Background: an optimization exercise with open tools, aiming at small area. Do not read the settings as production practice. Only simulation tests tie the RTL to the original design; equivalence was not proved. Power figures rest on the tool's default switching activity, not on a simulated workload.

## design/flow/design.v

```verilog
package regfile_pkg;
  localparam int DEFAULT_DATA_W   = 32;
  localparam int DEFAULT_NUM_REGS = 32;
  localparam int DEFAULT_NUM_RD   = 2;
endpackage
module regfile_clear_seq #(
  parameter int NUM_REGS = 32,
  parameter int ADDR_W   = $clog2(NUM_REGS)
) (
  input  logic              clk,
  input  logic              rst,
  input  logic              clearReq,
  output logic              busy,
  output logic [ADDR_W-1:0] clrAddr
);
  logic [ADDR_W:0] cnt;
  always_ff @(posedge clk or posedge rst) begin
    if (rst)       cnt <= '0;
    else if (busy) cnt <= cnt + 1'b1;
    else           cnt <= {clearReq, {ADDR_W{1'b0}}};
  end
  assign busy    = cnt[ADDR_W];
  assign clrAddr = cnt[ADDR_W-1:0];
endmodule
module regfile_multiport #(
  parameter int DATA_W   = regfile_pkg::DEFAULT_DATA_W,
  parameter int NUM_REGS = regfile_pkg::DEFAULT_NUM_REGS,
  parameter int NUM_RD   = regfile_pkg::DEFAULT_NUM_RD,
  parameter int ZERO_REG = 1
) (
  input  logic                                clk,
  input  logic                                rst,
  input  logic                                we,
  input  logic [$clog2(NUM_REGS)-1:0]         waddr,
  input  logic [DATA_W-1:0]                   wdata,
  input  logic [DATA_W/8-1:0]                 wstrb,
  input  logic [NUM_RD*$clog2(NUM_REGS)-1:0]  raddr,
  output logic [NUM_RD*DATA_W-1:0]            rdata,
  input  logic                                clear_req,
  output logic                                busy
);
  localparam int ADDR_W = $clog2(NUM_REGS);
  localparam int STRB_W = DATA_W / 8;
  localparam int FIRST  = (ZERO_REG != 0) ? 1 : 0;
  logic [ADDR_W-1:0] clrAddr;
  logic [ADDR_W-1:0] rowAddr;    
  logic              rowAct;     
  regfile_clear_seq #(.NUM_REGS(NUM_REGS)) uClearSeq (
    .clk      (clk),
    .rst      (rst),
    .clearReq (clear_req),
    .busy     (busy),
    .clrAddr  (clrAddr)
  );
  logic [DATA_W-1:0] wrData;
  for (genvar c = 0; c < DATA_W; c++) begin : gWrData
    assign wrData[c] = wdata[c] && wstrb[c / 8];
  end
  regfile_addrsel #(.ADDR_W(ADDR_W)) uAddrSel (
    .sel (busy), .a (waddr), .b (clrAddr), .y (rowAddr)
  );
  assign rowAct  = busy || we;
  logic [NUM_REGS*DATA_W-1:0] mem;     
  logic [NUM_REGS-1:0]        valid;
  logic [NUM_RD*NUM_REGS-1:0] rdSel;    
  for (genvar r = 0; r < NUM_REGS; r++) begin : gRow
    if (r < FIRST) begin : gZero
      assign mem[r*DATA_W +: DATA_W] = '0;
      assign valid[r]                = 1'b0;
    end else begin : gLive
      logic hit, wrRow, clrRow, vld;
      logic [DATA_W-1:0] q;
      logic [STRB_W-1:0] hold;
      assign hit    = rowAct && (rowAddr == ADDR_W'(r));
      assign wrRow  = hit && !busy;
      assign clrRow = hit && busy;
      always_ff @(posedge clk or posedge rst) begin
        if (rst) vld <= 1'b0;
        else     vld <= (vld || wrRow) && !clrRow;
      end
      assign valid[r]                = vld;
      assign mem[r*DATA_W +: DATA_W] = q;
      regfile_holdctl #(.STRB_W(STRB_W)) uHold (.wrRow(wrRow), .vld(vld), .strb(wstrb), .hold(hold));
      for (genvar b = 0; b < STRB_W; b++) begin : gByte
        logic [7:0] qNext;
        for (genvar i = 0; i < 8; i++) begin : gBit
          regfile_ao22 uNext (
            .a1 (q[b*8 + i]), .a2 (hold[b]), .b1 (wrData[b*8 + i]), .b2 (wrRow), .y (qNext[i])
          );
        end
        always_ff @(posedge clk) begin
          q[b*8 +: 8] <= qNext;
        end
      end
    end
    for (genvar k = 0; k < NUM_RD; k++) begin : gSel
      assign rdSel[k*NUM_REGS + r] = valid[r] && (raddr[k*ADDR_W +: ADDR_W] == ADDR_W'(r));
    end
  end
  localparam int NLIVE = NUM_REGS - FIRST;      
  localparam int NAOI  = NLIVE / 3;             
  localparam int NREST = NLIVE - 3 * NAOI;      
  localparam int NTERM = NAOI + (NREST != 0 ? 1 : 0);
  for (genvar k = 0; k < NUM_RD; k++) begin : gRd
    for (genvar d = 0; d < DATA_W; d++) begin : gBit
      logic [NTERM-1:0] termN;    
      for (genvar g = 0; g < NAOI; g++) begin : gAoi
        localparam int R = FIRST + 3 * g;
        regfile_aoi222 uAoi (
          .a1 (rdSel[k*NUM_REGS + R]),     .a2 (mem[R*DATA_W + d]),
          .b1 (rdSel[k*NUM_REGS + R + 1]), .b2 (mem[(R+1)*DATA_W + d]),
          .c1 (rdSel[k*NUM_REGS + R + 2]), .c2 (mem[(R+2)*DATA_W + d]),
          .y  (termN[g])
        );
      end
      if (NREST == 1) begin : gRest1
        localparam int R = FIRST + 3 * NAOI;
        regfile_nand2 uNand (.a(rdSel[k*NUM_REGS + R]), .b(mem[R*DATA_W + d]), .y(termN[NAOI]));
      end else if (NREST == 2) begin : gRest2
        localparam int R = FIRST + 3 * NAOI;
        regfile_aoi22 uAoi (
          .a1 (rdSel[k*NUM_REGS + R]),     .a2 (mem[R*DATA_W + d]),
          .b1 (rdSel[k*NUM_REGS + R + 1]), .b2 (mem[(R+1)*DATA_W + d]),
          .y  (termN[NAOI])
        );
      end
      regfile_or_n #(.N(NTERM)) uOr (.inN(termN), .y(rdata[k*DATA_W + d]));
    end
  end
endmodule
module regfile_aoi222 (
  input  logic a1, a2, b1, b2, c1, c2,
  output logic y
);
  assign y = !((a1 && a2) || (b1 && b2) || (c1 && c2));
endmodule
module regfile_aoi22 (
  input  logic a1, a2, b1, b2,
  output logic y
);
  assign y = !((a1 && a2) || (b1 && b2));
endmodule
module regfile_nand2 (
  input  logic a, b,
  output logic y
);
  assign y = !(a && b);
endmodule
module regfile_or_n #(
  parameter int N = 11
) (
  input  logic [N-1:0] inN,
  output logic         y
);
  assign y = !(&inN);
endmodule
module regfile_holdctl #(
  parameter int STRB_W = 4
) (
  input  logic              wrRow,
  input  logic              vld,
  input  logic [STRB_W-1:0] strb,
  output logic [STRB_W-1:0] hold
);
  logic wrInv;
  assign wrInv = wrRow && !vld;
  for (genvar b = 0; b < STRB_W; b++) begin : gByte
    assign hold[b] = !((wrRow && strb[b]) || wrInv);
  end
endmodule
module regfile_ao22 (
  input  logic a1, a2, b1, b2,
  output logic y
);
  assign y = (a1 && a2) || (b1 && b2);
endmodule
module regfile_addrsel #(
  parameter int ADDR_W = 5
) (
  input  logic              sel,
  input  logic [ADDR_W-1:0] a,
  input  logic [ADDR_W-1:0] b,
  output logic [ADDR_W-1:0] y
);
  assign y = sel ? b : a;
endmodule
```

## design/flow/flow/run.sh

```bash
#!/bin/bash
# Own layout flow: the standard layout (standard synthesis unchanged), with two changes:
# the port buffers use buf_2 cells instead of the default delay-buffer cell, and clock tree
# synthesis inserts no dummy loads. Each tool's output stays in ORFS's per-step logs under
# orfs/logs/; make's own output goes to standard.log here.
set -euo pipefail
bash standard.sh finish \
  "BUFFER_PORTS_ARGS=-buffer_cell sky130_fd_sc_hd__buf_2" \
  "CTS_ARGS=-sink_clustering_enable -repair_clock_nets -dont_use_dummy_load -sink_clustering_size 28 -sink_clustering_max_diameter 70 -buf_list sky130_fd_sc_hd__clkbuf_16" \
  > standard.log 2>&1
```

## design/flow/standard.sh

```bash
#!/bin/bash
# synth_recipe.tcl (not shown) runs the flow's synth.tcl, then flattens the netlist and writes it again
# the make line also repeats each setting of config.mk as NAME=value (left out here)
make -C /OpenROAD-flow-scripts/flow DESIGN_CONFIG=/design/flow/config.mk WORK_HOME=/design/flow/orfs CLKGATE_MAP_FILE= SYNTH_SCRIPT=/design/flow/synth_recipe.tcl "${@:-finish}"
```

## design/flow/config.mk

```make
export PLATFORM = sky130hd
export DESIGN_NAME = regfile_multiport
export DESIGN_NICKNAME = regfile_multiport
export VERILOG_FILES = /design/flow/design.v
export SDC_FILE = /design/flow/constraint.sdc
export NUM_CORES = 4
export LEC_CHECK = 0
export CAP_MARGIN = 10
export CORE_MARGIN = 2
export CORE_UTILIZATION = 50
export CTS_BUF_LIST = sky130_fd_sc_hd__clkbuf_16
export CTS_CLUSTER_DIAMETER = 70
export CTS_CLUSTER_SIZE = 28
export GPL_ROUTABILITY_DRIVEN = 1
export PLACE_DENSITY = 0.6
export SETUP_SLACK_MARGIN = 0.2
export SLEW_MARGIN = 10
export SYNTH_HIERARCHICAL = 1
```

## design/flow/constraint.sdc

```tcl
create_clock -name core_clock -period 6.5 [get_ports {clk}]
set_input_delay 1.3000 -clock core_clock [delete_from_list [all_inputs] [get_ports {clk}]]
set_output_delay 1.3000 -clock core_clock [all_outputs]
set_load 0.01 [all_outputs]
```

==> impl_metrics.toml, run 1 <==
[layout]
syn_to_final_growth_pct = 11.3
final_cell_mix = "a22o_1, dfxtp_1, a222oi_1, buf_4, nand4_1"
drive_gt1_share_pct = 11.7
final_nets = 3797

[worst_setup_path]
crit_fanout = 16
required_ns = 5.20
cpMostUsedCell = "buf_2"
critPathCaptureType = "output port"
critPathArrivalTime_ns = 4.34
critical-path-slowest-cell = "and3_1"
critical_path.startpoint_type = "input port"
path_class = "in2out"
critPathMaxStageDelay_ns = 0.68
cp_cell_sequence = "buf_2 > and2_0 > and3_1 > buf_4 > a222oi_1 > nand4_1 > or3_1 > buf_2"

[place]
place_ws_ns = 1.05
gp_congestion = 1.02
hpwlAfterDp_mm = 127
port_buffers = 119

[sta]
finalHoldViolations = 0
skew_ns = 0.0632
fmax_mhz = 177
period_minus_slack_ns = 5.64
final.setup.worst_slack_ns = 0.864
worst_pin_slew_ns = 1.37
max_slew_margin_pct = 8.74
setup_viol = 0
fin_crit_sh_pct = 86.7
tns_ns = 0
finalMaxSlewViolations = 0
grt_setup_unrepaired = "no"

[routing]
dr_wl_met3_mm = 27.8
wl_met1_mm = 69.7
ant_nets = 0
first_pass_iters = 14
avgRoutedWirePerCell_microns = 40.8
drc = 0
drtIter0Drc = 9689
wl_met2_mm = 81.3
vias = 41100
post_drt_via_cell_ratio = 8.54
top_layer_used = "met5"
drt-total-wl_mm = 196

[clocking]
cts_tree = "done"
cts_hold_buf = 0
clock_latency_ns = 0.69
clock-root-buffer = "clkbuf_16"
cts_made_buffers = 53
ctsResizeCount = 0
h-tree-depth = 2
clk_pin_slew_ns = 0.09
numClockSinks = 1029
cts_setup_buffers = 0
clock_path_buffers = 3

[floorplan]
fp.dieW_microns = 288
io_pins = 120
die_h_microns = 288
coreArea_sq_um = 80300
die_area_sq_um = 83200
start_util_pct = 50.4
core.rowCount = 104

[yosys]
synth-seq-cells = 1029
synth_top_area_share_pct = 49.1
ys_types = 52
synth.net_count = 3489
yosysSeqAreaShare_pct = 51.4
synthCells = 3433
synthArstFlopShare_pct = 3.60
synth.area.top_cells = "dfxtp_1, a22o_1, a222oi_1, dfrtp_1, nand4_1"
yosysWarnings = 8
synth_top_cell_by_area = "dfxtp_1"
synthFlopType = "dfxtp_1"
avgSynthCellArea_sq_um = 11.8
synth-edff-count = 0
syn-cell-area_sq_um = 40400

[global_route]
grt_pass1_wl_mm = 275
grtUsageTotal_pct = 44.9
overflow = 0
first_global_vias = 38500
antenna_found_initial = 15
grt_max_degree = 40

[pwr]
p_leak_nw = 16.8
power.density_nw_per_um2 = 278
peakVddDrop_mv = 0.322

[outcome]
status = "complete, no violations"

[hold_path]
hold_path_class = "reg2reg"

[run]
cap_violations = 0
cells in the mapped netlist (7+ instances only):
cell type and instances:
a222oi_1 640, dfrtp_1 37, nand3_1 70, o21ai_1 93
nor2b_1 9, inv_2 31, dfxtp_1 992, a22o_1 992
nor4bb_1 7, nand4_1 129, a21oi_1 32, and2_1 34
and3_1 55, nor2_1 31, a21o_1 13, or3_1 64
nand2_1 87, o21ai_2 31
area by class of cell:
type | instances | area [sq um]
repair buffers | 273 | 1780
flip-flops and latches | 1029 | 20800
inverters | 35 | 131
diodes | 6 | 15.0
multi-input cells | 2349 | 19600
clock buffers | 53 | 1330
well taps | 1060 | 1330
fillers | 6819 | 35300
layer usage:
| layer | vias up | GRT usage, % |
|---|---|---|
| met1 | 20100 | 56.1 |
| li1 | 16200 | - |
| met5 | - | 0.227 |
| met3 | 904 | 13.8 |
| met2 | 3780 | 65.5 |
| met4 | 12 | 32.3 |
where the power goes:
| part | switching (mW) | internal [mW] | total, mW |
|---|---|---|---|
| logic | 1.05 | 0.594 | 1.64 |
| clock network | 2.11 | 1.45 | 3.56 |
| registers | 0.510 | 6.79 | 7.30 |
| total | 3.67 | 8.83 | 12.5 |
sequential cells by signal, summed over array words and instances (netlist names), named ones only:
name,flops
gRow.gLive.q,992
uClearSeq.cnt,6
Yosys stat by module (local to each module, per instance), a selection:
module             cell area [sq um]  times used  flops+latches
regfile_ao22                    8.76         992              0
regfile_multiport              22400           1           1023
regfile_nand2                   3.75          64              0
regfile_aoi222                  10.0         640              0
per-stage QoR:
stage / area (sq um) / util, % / total power, mW / hold WS (ns) / cells
after floorplan: 40400 / - / 8.23 / 0.448 / 3433
after global placement: 43700 / 54.4 / 8.90 / 0.474 / 4746
after detailed placement: 43700 / 54.4 / 8.96 / 0.480 / 4746
after CTS: 45000 / 56.0 / 12.4 / 0.496 / 4799
after global routing: 45000 / 56.1 / 12.8 / 0.512 / 4802
final: 45000 / 56.1 / 12.5 / 0.501 / 4805
critical path, delay by kind of cell:
family	cells	cell delay (ns)
buf+inv	3	0.68
simple gates	4	1.79
compound gates	1	0.55
cells by family after synthesis:
logic type,after synthesis,synth area share [%]
and+or+nand+nor,534,7.79
AOI/OAI and AO/OA,1805,39.9
buffers and inverters,55,0.684
muxes,8,0.213
xor gates and xnor gates,1,0.0217
adders and majority gates,1,0.0309
DFF,1029,51.4
final timing paths:
kind / slack (ns) / end / startpoint / cells after the start
max: 0.86 / rdata[56] / raddr[8] / 8
min: 0.50 / uClearSeq.cnt[0]$_DFF_PP0_ / uClearSeq.cnt[0]$_DFF_PP0_ / 1
max reg2reg: 2.42 / gRow[5].gLive.q[21]$_DFF_P_ / uClearSeq.cnt[5]$_DFF_PP0_ / 5
min reg2reg: 0.50 / uClearSeq.cnt[0]$_DFF_PP0_ / uClearSeq.cnt[0]$_DFF_PP0_ / 1
max in group asynchronous: 5.38 / asynchronous set/reset pin / rst / 3
min in group asynchronous: 0.58 / uClearSeq.cnt[0]$_DFF_PP0_ / rst / 2
==> inputs of run 2 (changes only) <==
--- a/design/flow/design.v
+++ b/design/flow/design.v
@@ -56,9 +56,7 @@
   for (genvar c = 0; c < DATA_W; c++) begin : gWrData
     assign wrData[c] = wdata[c] && wstrb[c / 8];
   end
-  regfile_addrsel #(.ADDR_W(ADDR_W)) uAddrSel (
-    .sel (busy), .a (waddr), .b (clrAddr), .y (rowAddr)
-  );
+  assign rowAddr = busy ? clrAddr : waddr;
   assign rowAct  = busy || we;
   logic [NUM_REGS*DATA_W-1:0] mem;     
   logic [NUM_REGS-1:0]        valid;
@@ -80,16 +78,10 @@
       end
       assign valid[r]                = vld;
       assign mem[r*DATA_W +: DATA_W] = q;
-      regfile_holdctl #(.STRB_W(STRB_W)) uHold (.wrRow(wrRow), .vld(vld), .strb(wstrb), .hold(hold));
       for (genvar b = 0; b < STRB_W; b++) begin : gByte
-        logic [7:0] qNext;
-        for (genvar i = 0; i < 8; i++) begin : gBit
-          regfile_ao22 uNext (
-            .a1 (q[b*8 + i]), .a2 (hold[b]), .b1 (wrData[b*8 + i]), .b2 (wrRow), .y (qNext[i])
-          );
-        end
+        assign hold[b] = !(wrRow && (wstrb[b] || !vld));
         always_ff @(posedge clk) begin
-          q[b*8 +: 8] <= qNext;
+          q[b*8 +: 8] <= (q[b*8 +: 8] & {8{hold[b]}}) | (wrData[b*8 +: 8] & {8{wrRow}});
         end
       end
     end
@@ -154,33 +146,3 @@
 );
   assign y = !(&inN);
 endmodule
-module regfile_holdctl #(
-  parameter int STRB_W = 4
-) (
-  input  logic              wrRow,
-  input  logic              vld,
-  input  logic [STRB_W-1:0] strb,
-  output logic [STRB_W-1:0] hold
-);
-  logic wrInv;
-  assign wrInv = wrRow && !vld;
-  for (genvar b = 0; b < STRB_W; b++) begin : gByte
-    assign hold[b] = !((wrRow && strb[b]) || wrInv);
-  end
-endmodule
-module regfile_ao22 (
-  input  logic a1, a2, b1, b2,
-  output logic y
-);
-  assign y = (a1 && a2) || (b1 && b2);
-endmodule
-module regfile_addrsel #(
-  parameter int ADDR_W = 5
-) (
-  input  logic              sel,
-  input  logic [ADDR_W-1:0] a,
-  input  logic [ADDR_W-1:0] b,
-  output logic [ADDR_W-1:0] y
-);
-  assign y = sel ? b : a;
-endmodule
==> design/flow/flow/run.sh (replaced) <==
#!/bin/bash
# Own layout flow: the standard layout (standard synthesis unchanged), with these changes:
# the port buffers use buf_1 cells instead of the default delay-buffer cell, clock tree
# synthesis inserts no dummy loads, and after global routing the resizer downsizes gates on
# paths with positive slack (RECOVER_POWER). Each tool's output stays in ORFS's per-step logs
# under orfs/logs/; make's own output goes to standard.log here.
set -euo pipefail
bash standard.sh finish \
  "BUFFER_PORTS_ARGS=-buffer_cell sky130_fd_sc_hd__buf_1" \
  "CTS_ARGS=-sink_clustering_enable -repair_clock_nets -dont_use_dummy_load -sink_clustering_size 30 -sink_clustering_max_diameter 75 -buf_list sky130_fd_sc_hd__clkbuf_16" \
  "RECOVER_POWER=100" \
  > standard.log 2>&1
--- a/design/flow/config.mk
+++ b/design/flow/config.mk
@@ -7,12 +7,12 @@
 export LEC_CHECK = 0
 export CAP_MARGIN = 10
 export CORE_MARGIN = 2
-export CORE_UTILIZATION = 50
+export CORE_UTILIZATION = 60
 export CTS_BUF_LIST = sky130_fd_sc_hd__clkbuf_16
-export CTS_CLUSTER_DIAMETER = 70
-export CTS_CLUSTER_SIZE = 28
+export CTS_CLUSTER_DIAMETER = 75
+export CTS_CLUSTER_SIZE = 30
 export GPL_ROUTABILITY_DRIVEN = 1
-export PLACE_DENSITY = 0.6
+export PLACE_DENSITY = 0.7
 export SETUP_SLACK_MARGIN = 0.2
 export SLEW_MARGIN = 10
 export SYNTH_HIERARCHICAL = 1
==> run 2 against run 1 <==
Now fails the layout checks on max-capacitance violations, max-slew violations. Cell area fell by 0.65%. Hold slack got worse by 0.015 ns. Sequential power fell by 3.2%. Sequential share of layout area rose by 0.30 points. Total power fell by 8.8%. Synthesized area rose by 3.4%. Global-route usage rose by 6.8 points. Die area fell by 14%. Combinational power fell by about 40%. Sequential cell count did not move. Cell count fell by 0.52%. Clock skew fell by 0.013 ns. Critical path type unchanged.
==> impl_metrics.toml, run 2 <==
[pwr]
p_leak_nw = 14.1
power.density_nw_per_um2 = 255
peakVddDrop_mv = 0.267

[worst_setup_path]
path_class = "in2out"
critical-path-slowest-cell = "and3_1"
reg2reg_from = "uClearSeq.cnt[5]$_DFF_PP0_"
required_ns = 5.20
cp_cell_sequence = "buf_1 > nor2b_1 > and2_0 > and3_1 > clkbuf_1 > a222oi_1 > nand4_1 > or3_1 > buf_1"
critPathCaptureType = "output port"
reg2reg_depth = 5
critical_path.startpoint_type = "input port"
critPathArrivalTime_ns = 4.96
critPathMaxStageDelay_ns = 1.02
startpoint = "raddr[8]"
critPathCapture = "rdata[53]"
r2r_slack_ns = 1.38
cpMostUsedCell = "buf_1"
r2r-end = "gRow[10].gLive.q[14]$_DFF_P_"
crit_fanout = 17

[yosys]
avgSynthCellArea_sq_um = 11.1
synth_top_area_share_pct = 47.5
yosysSeqAreaShare_pct = 49.7
synth.area.top_cells = "dfxtp_1, o2bb2ai_1, a222oi_1, dfrtp_1, nand3_1"
synth_top_cell_by_area = "dfxtp_1"
synth.net_count = 3811
synthCells = 3755
yosysWarnings = 8
synthFlopType = "dfxtp_1"
synthArstFlopShare_pct = 3.60
syn-cell-area_sq_um = 41800
ys_types = 44
synth-edff-count = 0
synth-seq-cells = 1029
synth_common_cells = "dfxtp_1, o2bb2ai_1, a222oi_1"

[global_route]
grt_pass1_wl_mm = 275
antenna_found_initial = 7
grtUsageTotal_pct = 51.6
grt_max_degree = 42
overflow = 0
first_global_vias = 40700

[layout]
nFillCells = 5462
syn_to_final_growth_pct = 6.98
largestRegisters = "gRow.gLive.q (992), uClearSeq.cnt (6)"
top_register = "gRow.gLive.q"
final_nets = 3896
largest_reg_flops = 992
fin_area_sq_um = 44700
drive_gt1_share_pct = 4.90
final_cell_mix = "o2bb2ai_1, dfxtp_1, a222oi_1, nand3_1, nand2_1"
final_cells = 4780

[sta]
setup_viol = 0
worst_pin_slew_ns = 2.39
tns_ns = 0
finalHoldViolations = 0
grt_setup_unrepaired = "no"
finalMaxSlewViolations = 486
fmax_mhz = 160
max_slew_margin_pct = -59.2
period_minus_slack_ns = 6.26
fin_crit_sh_pct = 96.3
skew_ns = 0.0498

[routing]
vias = 43200
ant_nets = 0
post_drt_via_cell_ratio = 9.05
avgRoutedWirePerCell_microns = 40.4
drt-total-wl_mm = 193
first_pass_iters = 17
drtIter0Drc = 12400
drc = 0

[clocking]
h-tree-depth = 2
numClockSinks = 1029
clock-root-buffer = "clkbuf_16"
cts_made_buffers = 47
clock_path_buffers = 3
cts_tree = "done"
ctsResizeCount = 0
cts_setup_buffers = 0
cts_hold_buf = 0
clock_latency_ns = 0.68
clk_pin_slew_ns = 0.08

[floorplan]
io_pins = 120
die_area_sq_um = 71800
coreArea_sq_um = 68800
core.rowCount = 96
start_util_pct = 60.7
fp.dieW_microns = 268
die_h_microns = 268

[place]
hpwlAfterDp_mm = 127
gp_congestion = 1.06
port_buffers = 119
place_inst = 4721
postPlaceCellArea_sq_um = 43700

[run]
cap_violations = 22

[hold_path]
hold_path_class = "reg2reg"

[outcome]
so.violations = "max-capacitance violations, max-slew violations"
status = "finished with violations"
[run 2: stage by stage]
stage                     setup WS, ns  hold WS (ns)  utilization (%)  total power, mW
after floorplan                   2.24         0.452                -             7.60
after global placement            1.12         0.463             63.5             8.02
after detailed placement         0.977         0.468             63.5             8.07
after CTS                        0.968         0.487             65.2             11.2
after global routing             0.369         0.499             64.9             11.6
final                            0.243         0.486             65.0             11.4
[run 2: final cells by class]
cell class	count	area, sq um	share of cell area, %
well taps	931	1160	2.61
inverters	3	11.3	0.0252
flip-flops and latches	1029	20800	46.5
diodes	11	27.5	0.0616
repair buffers	284	1590	3.56
clock buffers	47	1180	2.63
multi-input cells	2475	20000	44.6
[run 2: worst max-delay path, delay by kind of cell]
family	cells	cell delay, ns
compound gates	1	0.37
buf+inv	3	1.16
simple gates	5	2.10
[run 2: how the worst min path moves through the flow]
stage / start / endpoint / slack (ns) / cells after the start
after floorplan: gRow[10].gLive.q[0]$_DFF_P_ / gRow[10].gLive.q[0]$_DFF_P_ / 0.45 / 1
after global placement: gRow[22].gLive.q[13]$_DFF_P_ / gRow[22].gLive.q[13]$_DFF_P_ / 0.46 / 1
after detailed placement: gRow[28].gLive.q[0]$_DFF_P_ / gRow[28].gLive.q[0]$_DFF_P_ / 0.47 / 1
after CTS: gRow[11].gLive.q[29]$_DFF_P_ / gRow[11].gLive.q[29]$_DFF_P_ / 0.49 / 1
after global routing: gRow[29].gLive.q[24]$_DFF_P_ / gRow[29].gLive.q[24]$_DFF_P_ / 0.50 / 1
final: gRow[29].gLive.q[24]$_DFF_P_ / gRow[29].gLive.q[24]$_DFF_P_ / 0.49 / 1
[run 2: logic make-up after synthesis]
logic type | after synthesis | synth area share (%)
flip-flops | 1029 | 49.7
XOR/XNOR | 1 | 0.0210
adder cells (fa/ha/maj) | 1 | 0.0299
multiplexers | 2 | 0.0479
AND/OR/NAND/NOR | 767 | 10.5
AO/OA/AOI/OAI | 1704 | 37.3
buffers and inverters | 251 | 2.41
[run 2: metal layers]
metal  share of wire, %  track usage, %  wire (microns)
met1                 33            62.4           63700
met2                 40            74.1           77600
met3                 17            22.0           33400
met4                9.2            34.6           17700
met5               0.34            6.82             658
[run 2: per-module statistics from Yosys, one instance, submodules excluded, excerpt]
module,cell area [sq um],cells inside,copies in the design
regfile_multiport,33400,2773,1
regfile_aoi222,10.0,1,640
regfile_nand2,3.75,1,64
[run 2: power breakdown]
group	switching, mW	internal (mW)	leakage, nW
combinational	0.623	0.365	5.05
clock	2.04	1.30	0.579
sequential	0.458	6.61	8.47

-- port drivers added, routing unchanged --
No port has a modelled driver above. Below, the same layouts with a new extraction and two added sets of constraints.
Step 1 assumes that a clkbuf_16 drives the clock port and a buf_2 every other input.
Step 2 adds t to the input delays and takes it off the output delays; t is the mean of the earliest and latest rising clock arrival at the registers after step 1. Input paths then give back, and output paths get back, about the clock's delay inside the block.
Three values: no drivers, after step 1, after step 2; two values: the first two.
run | t (ns) | setup WS [ns] | latest minus earliest clock arrival (ns) | worst slew at a driven data input, ns
run 1 | 0.728 | 0.864 / 0.786 / 0.786 | 0.069 / 0.069 | 0.13
run 2 | 0.732 | 0.243 / 0.166 / 0.166 | 0.053 / 0.053 | 0.08
The setup slack of run 1, which loses most, moves by -0.078 ns with the drivers and by -0.078 ns with both steps.
